This is an optimization exercise on Yosys and OpenROAD, whose aim is small area, not a production implementation. The RTL was checked by simulation tests, not by an equivalence proof against the original design. No activity file was given, so power comes from the tool's default toggle rates.

== run 1 ==
## gpr_file_mp
module gpr_file_mp
#(
  parameter int DATA_W   = gpr_pkg::GPR_DATA_W,
  parameter int NUM_REGS = 32,
  parameter int NUM_RD   = 2,
  parameter bit BYPASS   = 1'b1,
  parameter int MAX_PEND = 3,
  localparam int AW      = gpr_pkg::clog2(NUM_REGS)
) (
  input  logic                     clk,
  input  logic                     rst,
  input  logic                     we,
  input  logic [AW-1:0]            waddr,
  input  logic [DATA_W-1:0]        wdata,
  input  logic [NUM_RD*AW-1:0]     raddr,
  output logic [NUM_RD*DATA_W-1:0] rdata,
  input  logic                     lo_we,
  input  logic                     hi_we,
  input  logic [DATA_W-1:0]        lo_wdata,
  input  logic [DATA_W-1:0]        hi_wdata,
  input  logic                     md_start,
  input  logic                     md_done,
  input  logic                     mf_req,
  output logic [DATA_W-1:0]        lo,
  output logic [DATA_W-1:0]        hi,
  output logic                     md_busy,
  output logic                     stall,
  output logic                     err
);
Settings: LEC_CHECK=0, CAP_MARGIN=20, CORE_MARGIN=2, CORE_UTILIZATION=50, SLEW_MARGIN=20, SYNTH_HIERARCHICAL=1, SYNTH_MINIMUM_KEEP_SIZE=0; clock period 8.0 ns.
standard.sh (not shown) runs the stock make flow with config.mk's settings and CLKGATE_MAP_FILE= SYNTH_SCRIPT=/design/flow/synth_recipe.tcl, a recipe that flattens the netlist after the stock synthesis.
==> flow/flow/run.sh <==
#!/bin/bash
# The standard layout (standard.sh, unchanged synthesis), with two changes:
#   - ports are buffered with sky130_fd_sc_hd__buf_1 instead of the default choice;
#   - CTS uses clkbuf_16 with sink clusters of at most 20 sinks / 100 um and no dummy loads.
# ORFS writes each step's full log under orfs/logs/; make's own output goes to standard.log.
set -uo pipefail
export BUFFER_PORTS_ARGS="-buffer_cell sky130_fd_sc_hd__buf_1"
export CTS_ARGS="-sink_clustering_enable -repair_clock_nets -dont_use_dummy_load -sink_clustering_size 20 -sink_clustering_max_diameter 100 -buf_list {sky130_fd_sc_hd__clkbuf_16}"
bash standard.sh > standard.log 2>&1
Run 1: all stages complete, timing, DRC and antenna checks passed
Setup changes, run 1 to run 2
==> flow/flow/run.sh <==
#!/bin/bash
# The standard layout (standard.sh, unchanged synthesis), with two changes:
#   - ports are buffered with sky130_fd_sc_hd__buf_1 instead of the default choice;
#   - CTS uses clkbuf_16 with sink clusters of at most 25 sinks / 100 um and no dummy loads.
# ORFS writes each step's full log under orfs/logs/; make's own output goes to standard.log.
set -uo pipefail
export BUFFER_PORTS_ARGS="-buffer_cell sky130_fd_sc_hd__buf_1"
export CTS_ARGS="-sink_clustering_enable -repair_clock_nets -dont_use_dummy_load -sink_clustering_size 25 -sink_clustering_max_diameter 100 -buf_list {sky130_fd_sc_hd__clkbuf_16}"
bash standard.sh > standard.log 2>&1
### Flow results
Taking run 1 as the reference, in run 2 flip-flop and latch count barely changed, critical path data arrival time decreased 0.06 ns. Final wirelength: run 2 better than run 1. Side by side, post-layout worst setup margin turned out higher in run 2 than in run 1. Run 2: relative contribution of combinational cells to total power 0.4 points above run 1. Final period utilization: run 2 and run 1 compared, lower one is run 2. Taking run 1 as the reference, in run 2 cell count held steady, finished layout cell area shrank by about 0.5%. Run 2 against run 1: fraction of layout cells with a size suffix above 1 decreased 0.23 points; total power decreased about 2.5%. Both conditions hold for run 2: the flow ran to the end and the final layout passed the timing, DRC and antenna checks.
Changes in run 3 relative to run 2:
-- flow/config.mk --
<<< run 2, line 9
export CORE_MARGIN = 2
export CORE_UTILIZATION = 50
export SLEW_MARGIN = 20
export SYNTH_HIERARCHICAL = 1
>>> run 3, line 9
export CORE_MARGIN = 2
export CORE_UTILIZATION = 50
export PLACE_DENSITY = 0.75
export SLEW_MARGIN = 20
export SYNTH_HIERARCHICAL = 1
All of run 2 and run 3 finish clean.
Between run 3 and run 2, the combinational power does not differ in any meaningful way.
Re post-CTS setup-driven buffer insertion count: no difference whatsoever between run 3 and run 2.
Taking run 2 as the reference, in run 3 signed area change from the synthesized netlist to the final layout went down 0.39 points, buffers plus inverters on the worst setup path moved down, post-route worst setup slack dropped 0.38 ns.
According to the power report, total power for run 3 is lower than for run 2.
Looking at total of fill cells in the finished design, run 3 sits 94 lower than run 2 does.
The endpoint of the worst setup timing path comes out rdata[18] in one run and rdata[42] in the other, namely in run 2 and run 3 respectively.
Relative slew slack delta (run 3 − run 2): unfavourable

port drivers added, routing unchanged:
Ports are ideal in the flow. The routed layouts listed here were re-timed in OpenROAD. Step 1 (the two cells are an assumption about what drives the block):
set clk [get_ports {clk}]
set_driving_cell -lib_cell sky130_fd_sc_hd__clkbuf_16 $clk
set_driving_cell -lib_cell sky130_fd_sc_hd__buf_2 [delete_from_list [all_inputs] $clk]
Step 2 adds t to the input delays and takes it off the output delays; t is the mean of the earliest and latest rising clock arrival at the registers after step 1. Input paths then give back, and output paths get back, about the clock's delay inside the block. Three values: ideal ports, drivers, drivers and shift; two values: the first two.
| run | t (ns) | setup slack, ns | worst setup path after step 2 |
|---|---|---|---|
| run 1 | 0.738 | 0.862 / 0.838 / 0.838 | input to output |
| run 2 | 0.701 | 0.923 / 0.894 / 0.894 | input to output |
| run 3 | 0.713 | 0.539 / 0.502 / 0.502 | input to output |
After both steps setup and hold are still met in every run listed. The setup slack of run 3, which loses most, moves by -0.037 ns with the drivers and by -0.037 ns with both steps.
